From an optimization exercise on the open Yosys and OpenROAD flow, aimed at small area, a short achievable clock period and few clock cycles; shortcuts taken in it are not production practice. Where RTL was checked, it was by simulation tests only, not by an equivalence proof against the original. No activity file was given, so power comes from the tool's default toggle rates.

==> umber: inputs <==
==> flow/design.v (excerpt) <==
module ambient_light_backlight_controller (
   input  logic       clock,
   input  logic       reset,
   input  logic        req_valid,
   output logic        req_ready,
   input  logic        req_kind,
   input  logic [15:0] req_lux_sample,
   input  logic        req_auto_mode,
   input  logic        req_slider_valid,
   input  logic [7:0]  req_slider_level,
   output logic        rsp_valid,
   input  logic        rsp_ready,
   output logic [9:0]  rsp_backlight_level,
   output logic        rsp_level_written,
   output logic [9:0]  rsp_target_level,
   output logic [15:0] rsp_filtered_lux,
   input  logic       csr_wr_en,
   input  logic [2:0] csr_index,
   input  logic [9:0] csr_wr_data
);
clock: 10.0 ns
lec_check: 0
cap_margin: 20
core_margin: 2
core_utilization: 40
setup_slack_margin: 3.0
slew_margin: 20
run.sh (not shown) runs the stock make flow with config.mk's settings and CLKGATE_MAP_FILE= SYNTH_SCRIPT=/design/flow/synth_recipe.tcl, a recipe that flattens the netlist after the stock synthesis.
==> indigo: changes against umber <==
--- a/flow/design.v
+++ b/flow/design.v
@@ -5,17 +5,18 @@
    localparam logic [9:0]  MIDPOINT_RST   = 10'd50;
    localparam logic [5:0]  BAND_RST       = 6'd6;
    localparam logic [2:0]  SHIFT_RST      = 3'd3;
    localparam logic [9:0]  MIN_LEVEL_RST  = 10'd2;
    localparam logic [9:0]  MAX_LEVEL_RST  = 10'd510;
    localparam logic [7:0]  SLIDER_RST     = 8'd128;
 endpackage
 module als_div_steps #(
-   parameter int STEPS = 4
+   parameter int STEPS = 4,
+   parameter int RW    = 17
 ) (
    input  logic [16:0]      r_in,
    input  logic [16:0]      d,
    input  logic [STEPS-1:0] n_bits,    
    output logic [16:0]      r_out,
    output logic [STEPS-1:0] q_bits
 );
    logic [16:0] r [STEPS+1];
@@ -23,44 +24,52 @@
    logic [18:0] diff [STEPS];
    always_comb begin
       r[0] = r_in;
       for (int s = 0; s < STEPS; s++) begin
          t[s]    = {r[s], n_bits[STEPS-1-s]};
          diff[s] = {1'b0, t[s]} - {2'b00, d};
          q_bits[STEPS-1-s] = !diff[s][18];
          r[s+1]  = diff[s][18] ? t[s][16:0] : diff[s][16:0];
+         if (RW + s + 1 < 17) begin
+            r[s+1] = r[s+1] & (17'h1ffff >> (16 - RW - s));
+         end
       end
       r_out = r[STEPS];
    end
 endmodule
-module als_mul #(
-   parameter int WA = 10,
-   parameter int WB = 10
-) (
-   input  logic [WA-1:0]    a,
-   input  logic [WB-1:0]    b,
-   output logic [WA+WB-1:0] p
+module als_mul10 (
+   input  logic [9:0]  a,
+   input  logic [9:0]  b,
+   output logic [19:0] p
 );
-   localparam int W = WA + WB;
-   logic [W-1:0] s [WB+1];
-   logic [W-1:0] c [WB+1];
-   logic [W-1:0] row [WB];
+   logic [19:0] row [10];
+   logic [19:0] s [8];
+   logic [19:0] c [8];
+   function automatic logic [39:0] csa(input logic [19:0] x, input logic [19:0] y,
+                                       input logic [19:0] z);
+      logic [19:0] sum, cry;
+      sum = x ^ y ^ z;
+      cry = ((x & y) | (x & z) | (y & z)) << 1;
+      csa = {sum, cry};
+   endfunction
    always_comb begin
-      for (int k = 0; k < WB; k++) begin
-         row[k] = b[k] ? (W'(a) << k) : '0;
-      end
-      s[0] = '0;
-      c[0] = '0;
-      for (int k = 0; k < WB; k++) begin
-         s[k+1] = s[k] ^ c[k] ^ row[k];
-         c[k+1] = ((s[k] & c[k]) | (s[k] & row[k]) | (c[k] & row[k])) << 1;
+      for (int k = 0; k < 10; k++) begin
+         row[k] = b[k] ? (20'(a) << k) : 20'd0;
       end
+      {s[0], c[0]} = csa(row[0], row[1], row[2]);
+      {s[1], c[1]} = csa(row[3], row[4], row[5]);
+      {s[2], c[2]} = csa(row[6], row[7], row[8]);
+      {s[3], c[3]} = csa(s[0], c[0], s[1]);
+      {s[4], c[4]} = csa(c[1], s[2], c[2]);
+      {s[5], c[5]} = csa(s[3], c[3], s[4]);
+      {s[6], c[6]} = csa(s[5], c[5], c[4]);
+      {s[7], c[7]} = csa(s[6], c[6], row[9]);
    end
-   assign p = s[WB] + c[WB];
+   assign p = s[7] + c[7];
 endmodule
 module als_window (
    input  logic        clock,
    input  logic        reset,
    input  logic        wr_en,
    input  logic        clear,
    input  logic [15:0] wr_data,
    output logic [15:0] median
@@ -185,22 +194,24 @@
    logic        ld1, ld2, ld2b, ld2c, ld3, ld4;
    logic [15:0] med1;
    logic        am1, mc1, sv1;
    logic [7:0]  sw1;
    logic        am2, mc2, cap2;
    logic [7:0]  sw2;
    logic        am2b, mc2b, cap2b;
    logic [7:0]  sw2b;
-   logic [16:0] rem2b, den2b;
+   logic [12:0] rem2b;
+   logic [16:0] den2b;
    logic [7:0]  xlo2b;
    logic [1:0]  q2b;
    logic        am2c, mc2c, cap2c;
    logic [7:0]  sw2c;
-   logic [16:0] rem2c, den2c;
+   logic [15:0] rem2c;
+   logic [16:0] den2c;
    logic [4:0]  xlo2c;
    logic [4:0]  q2c;
    logic        v2d, ld2d;
    logic        am2d, mc2d, cap2d;
    logic [17:0] sprod2d;
    logic [16:0] rem2d, den2d;
    logic [1:0]  xlo2d;
    logic [7:0]  q2d;
@@ -261,17 +272,17 @@
             3'd5: min_ff        <= csr_wr_data;
             3'd6: max_ff        <= csr_wr_data;
             default: begin
             end
          endcase
       end
    end
    logic [19:0] mul_p;
-   als_mul #(.WA(10), .WB(10)) u_mul (
+   als_mul10 u_mul (
       .a (v2c ? span_abs_ff : max_ff),
       .b (v2c ? {2'b00, sw2c} : midpoint_ff),
       .p (mul_p)
    );
    assign span_ff = $signed({1'b0, max_ff}) - $signed({1'b0, min_ff});
    always_ff @(posedge clock) begin
       if (!v2c) begin
          kdiv_ff <= {1'b0, mul_p} + {11'd0, midpoint_ff} - 21'd1;
@@ -319,17 +330,17 @@
    function automatic logic [63:0] csa(input logic [31:0] a, input logic [31:0] b,
                                        input logic [31:0] c);
       logic [31:0] s, k;
       s = a ^ b ^ c;
       k = ((a & b) | (a & c) | (b & c)) << 1;
       csa = {s, k};
    endfunction
    assign ema_err   = {1'b0, med1, 8'h00} - {1'b0, filt_ff};
-   assign ema_fall  = ema_err[24];
+   assign ema_fall  = (med1 < filt_ff[23:8]) || ((med1 == filt_ff[23:8]) && (filt_ff[7:0] != 8'd0));
    assign ema_alpha = ema_fall ? alpha_down_ff : alpha_up_ff;
    assign ema_e32   = {{7{ema_err[24]}}, ema_err};
    always_comb begin
       for (int k = 0; k < 8; k++) begin
          ema_row[k] = ema_alpha[k] ? (ema_e32 << k) : 32'd0;
       end
       ema_row[8] = {filt_ff, {8{ema_fall}}};
       {ema_s[0], ema_c[0]} = csa(ema_row[0], ema_row[1], ema_row[2]);
@@ -367,56 +378,56 @@
    logic [16:0] d2;
    logic [16:0] rem2_out, rem2b_out, rem2c_out;
    logic [1:0]  q2_bits;
    logic [2:0]  q2b_bits;
    logic [2:0]  q2c_bits;
    logic [1:0]  q2d_bits;
    assign x2 = kdiv_ff + {5'd0, filt_ff[23:8]} + {20'd0, filt_ff[7]};
    assign d2 = {1'b0, filt_ff[23:8]} + {7'd0, midpoint_ff} + {16'd0, filt_ff[7]};
-   als_div_steps #(.STEPS(2)) u_div_a (
+   als_div_steps #(.STEPS(2), .RW(11)) u_div_a (
       .r_in   ({6'd0, x2[20:10]}),
       .d      (d2),
       .n_bits (x2[9:8]),
       .r_out  (rem2_out),
       .q_bits (q2_bits)
    );
    always_ff @(posedge clock) begin
       if (ld2b) begin
          am2b   <= am2;
          mc2b   <= mc2;
          cap2b  <= cap2;
          sw2b   <= sw2;
-         rem2b  <= rem2_out;
+         rem2b  <= rem2_out[12:0];
          den2b  <= d2;
          xlo2b  <= x2[7:0];
          q2b    <= q2_bits;
       end
    end
-   als_div_steps #(.STEPS(3)) u_div_b (
-      .r_in   (rem2b),
+   als_div_steps #(.STEPS(3), .RW(13)) u_div_b (
+      .r_in   ({4'd0, rem2b}),
       .d      (den2b),
       .n_bits (xlo2b[7:5]),
       .r_out  (rem2b_out),
       .q_bits (q2b_bits)
    );
    always_ff @(posedge clock) begin
       if (ld2c) begin
          am2c   <= am2b;
          mc2c   <= mc2b;
          cap2c  <= cap2b;
          sw2c   <= sw2b;
-         rem2c  <= rem2b_out;
+         rem2c  <= rem2b_out[15:0];
          den2c  <= den2b;
          xlo2c  <= xlo2b[4:0];
          q2c    <= {q2b, q2b_bits};
       end
    end
-   als_div_steps #(.STEPS(3)) u_div_c (
-      .r_in   (rem2c),
+   als_div_steps #(.STEPS(3), .RW(16)) u_div_c (
+      .r_in   ({1'd0, rem2c}),
       .d      (den2c),
       .n_bits (xlo2c[4:2]),
       .r_out  (rem2c_out),
       .q_bits (q2c_bits)
    );
    always_ff @(posedge clock) begin
       if (ld2d) begin
          am2d   <= am2c;
@@ -458,34 +469,37 @@
          cap3  <= cap2d;
          smap3 <= smap2d;
          flux3 <= am2d ? flux2d : 16'd0;
          auto3 <= auto_low ? min_ff : (max_ff - c2d);
       end
    end
    logic signed [10:0] off_in;
    logic signed [12:0] tgt_sum;
+   logic               tgt_below, tgt_above;
    logic [9:0]         tgt;
-   logic [9:0]         tgt_dist;
+   logic signed [13:0] dist_sum;
+   logic signed [10:0] dist_min, dist_max;
+   logic               far_sum, far_min, far_max;
    logic               goal_move;
    logic [9:0]         goal_new;
    assign off_in   = mc3 ? 11'sd0 : offset_ff;
    assign tgt_sum  = cap3 ? $signed({3'b000, smap3})
                           : ($signed({3'b000, auto3}) + {{2{off_in[10]}}, off_in});
-   always_comb begin
-      if (tgt_sum < $signed({3'b000, min_ff})) begin
-         tgt = min_ff;
-      end else if (tgt_sum > $signed({3'b000, max_ff})) begin
-         tgt = max_ff;
-      end else begin
-         tgt = tgt_sum[9:0];
-      end
-   end
-   assign tgt_dist  = (tgt > goal_ff) ? (tgt - goal_ff) : (goal_ff - tgt);
-   assign goal_move = mc3 || !goal_valid_ff || (tgt_dist > {4'b0000, band_ff});
+   assign tgt_below = tgt_sum < $signed({3'b000, min_ff});
+   assign tgt_above = tgt_sum > $signed({3'b000, max_ff});
+   assign tgt       = tgt_below ? min_ff : (tgt_above ? max_ff : tgt_sum[9:0]);
+   assign dist_sum = $signed({tgt_sum[12], tgt_sum}) - $signed({4'b0000, goal_ff});
+   assign dist_min = $signed({1'b0, min_ff}) - $signed({1'b0, goal_ff});
+   assign dist_max = $signed({1'b0, max_ff}) - $signed({1'b0, goal_ff});
+   assign far_sum  = (dist_sum > $signed({8'd0, band_ff})) || (dist_sum < -$signed({8'd0, band_ff}));
+   assign far_min  = (dist_min > $signed({5'd0, band_ff})) || (dist_min < -$signed({5'd0, band_ff}));
+   assign far_max  = (dist_max > $signed({5'd0, band_ff})) || (dist_max < -$signed({5'd0, band_ff}));
+   assign goal_move = mc3 || !goal_valid_ff
+                   || (tgt_below ? far_min : (tgt_above ? far_max : far_sum));
    assign goal_new  = goal_move ? tgt : goal_ff;
    always_ff @(posedge clock) begin
       if (v3 && ld4) begin
          goal_ff       <= goal_new;
          goal_valid_ff <= 1'b1;
          offset_ff     <= cap3 ? ($signed({1'b0, smap3}) - $signed({1'b0, auto3})) : off_in;
       end
       if (ld4) begin
==> flow/config.mk (replaced) <==
export PLATFORM = sky130hd
export DESIGN_NAME = ambient_light_backlight_controller
export DESIGN_NICKNAME = ambient_light_backlight_controller
export VERILOG_FILES = /design/flow/design.v
export SDC_FILE = /design/flow/constraint.sdc
export NUM_CORES = 4
export LEC_CHECK = 0
export ABC_AREA = 1
export CAP_MARGIN = 20
export CORE_MARGIN = 2
export CORE_UTILIZATION = 40
export SETUP_SLACK_MARGIN = 3.5
export SLEW_MARGIN = 20
==> nickel: changes against umber <==
--- a/flow/design.v
+++ b/flow/design.v
@@ -260,28 +260,28 @@
             3'd4: shift_ff      <= csr_wr_data[2:0];
             3'd5: min_ff        <= csr_wr_data;
             3'd6: max_ff        <= csr_wr_data;
             default: begin
             end
          endcase
       end
    end
-   logic [19:0] mul_p;
-   als_mul #(.WA(10), .WB(10)) u_mul (
-      .a (v2c ? span_abs_ff : max_ff),
-      .b (v2c ? {2'b00, sw2c} : midpoint_ff),
-      .p (mul_p)
+   logic [19:0] max_mid;
+   als_mul #(.WA(10), .WB(10)) u_max_mid (
+      .a (max_ff),
+      .b (midpoint_ff),
+      .p (max_mid)
    );
-   assign span_ff = $signed({1'b0, max_ff}) - $signed({1'b0, min_ff});
+   logic signed [10:0] span;
+   assign span = $signed({1'b0, max_ff}) - $signed({1'b0, min_ff});
    always_ff @(posedge clock) begin
-      if (!v2c) begin
-         kdiv_ff <= {1'b0, mul_p} + {11'd0, midpoint_ff} - 21'd1;
-      end
-      span_abs_ff <= span_ff[10] ? 10'(-span_ff) : span_ff[9:0];
+      kdiv_ff     <= {1'b0, max_mid} + {11'd0, midpoint_ff} - 21'd1;
+      span_ff     <= span;
+      span_abs_ff <= span[10] ? 10'(-span) : span[9:0];
    end
    als_window u_window (
       .clock   (clock),
       .reset   (reset),
       .wr_en   (samp_fire),
       .clear   (tick_fire && mode_change),
       .wr_data (req_lux_sample),
       .median  (med_val)
@@ -412,22 +412,28 @@
    end
    als_div_steps #(.STEPS(3)) u_div_c (
       .r_in   (rem2c),
       .d      (den2c),
       .n_bits (xlo2c[4:2]),
       .r_out  (rem2c_out),
       .q_bits (q2c_bits)
    );
+   logic [17:0] slider_prod;
+   als_mul #(.WA(10), .WB(8)) u_slider_mul (
+      .a (span_abs_ff),
+      .b (sw2c),
+      .p (slider_prod)
+   );
    always_ff @(posedge clock) begin
       if (ld2d) begin
          am2d   <= am2c;
          mc2d   <= mc2c;
          cap2d  <= cap2c;
-         sprod2d <= mul_p[17:0];
+         sprod2d <= slider_prod;
          rem2d  <= rem2c_out;
          den2d  <= den2c;
          xlo2d  <= xlo2c[1:0];
          q2d    <= {q2c, q2c_bits};
       end
    end
    logic [10:0] slider_ab;
    logic [2:0]  slider_k;
==> flow/config.mk (replaced) <==
export PLATFORM = sky130hd
export DESIGN_NAME = ambient_light_backlight_controller
export DESIGN_NICKNAME = ambient_light_backlight_controller
export VERILOG_FILES = /design/flow/design.v
export SDC_FILE = /design/flow/constraint.sdc
export NUM_CORES = 4
export LEC_CHECK = 0
export CAP_MARGIN = 20
export CORE_MARGIN = 2
export CORE_UTILIZATION = 40
export SLEW_MARGIN = 20
==> out/results.txt <==
Met3 routed WL -> 7704 microns
Peak VDD IR -> 0.0005085 V
Slowest CP cell -> mux4_2
DRT Pass-1 Iters -> 5
Fillers -> 11410
Pleak -> 27.30 nW
Power Dens Cells -> 409.6 nW/um^2
Vias/cell -> 5.410
Seq pwr share -> 14.3%
Setup ws final -> 660.4 ps
Status -> finished clean
[end of results for umber]
==> out/results.txt <==
Status -> finished clean
Fillers -> 11780
# clk buffers -> 82
Maximum clock path buffer count -> 3
Setup ws final -> 2219 ps
Worst EP required -> 8000 ps
Peak VDD IR -> 0.0005302 V
Vias/cell -> 5.380
Power Dens Cells -> 405.9 nW/um^2
Slowest CP cell -> edfxtp_1
Pleak -> 30.64 nW
GR Util met1 -> 31.85%
Largest net degree at the start of global routing -> 67
Combinational gate power -> 21.0 mW
DRT Pass-1 Iters -> 6
[end of results for indigo]
==> out/results.txt <==
Status -> finished clean
Fillers -> 12460
Peak VDD IR -> 0.0003191 V
Slowest CP cell -> clkdlybuf4s50_1
First-pass GRT wire length -> 215900 microns
Most frequent cell after synthesis -> inv_1
Seq pwr share -> 18.1%
DRT Pass-1 Iters -> 6
Setup ws final -> 498.7 ps
Met3 routed WL -> 6709 microns
Vias/cell -> 5.261
Pleak -> 25.42 nW
Compound-Gate Fraction of Synth Area -> 13.32%
# clk buffers -> 84
[end of results for nickel]
Testbench counts of indigo, summed over its fixed seeds: cycles 3,920.
Testbench counts of nickel, summed over its fixed seeds: cycles 3,920.
For umber, only the layout was checked, not whether the RTL still works.

[static timing again, ports no longer ideal]
No port has a modelled driver above. Below, the same layouts with a new extraction and two added sets of constraints.
Step 1 (the two cells are an assumption about what drives the block):
set clk [get_ports {clock}]
set_driving_cell -lib_cell sky130_fd_sc_hd__clkbuf_16 $clk
set_driving_cell -lib_cell sky130_fd_sc_hd__buf_2 [delete_from_list [all_inputs] $clk]
Step 2 adds t to the input delays and takes it off the output delays; t is the mean of the earliest and latest rising clock arrival at the registers after step 1. Input paths then give back, and output paths get back, about the clock's delay inside the block.
Slacks: no drivers / after step 1 / after step 2; pairs: no drivers / after step 1.
| run | t, ns | setup WS [ns] | worst register clock-pin slew, ns |
|---|---|---|---|
| umber | 0.724 | 0.660 / 0.591 / 1.279 | 0.07 / 0.07 |
| indigo | 0.738 | 2.219 / 2.142 / 2.881 | 0.06 / 0.06 |
| nickel | 0.724 | 0.499 / 0.424 / 0.664 | 0.07 / 0.07 |
After both steps setup and hold are still met in every run listed.
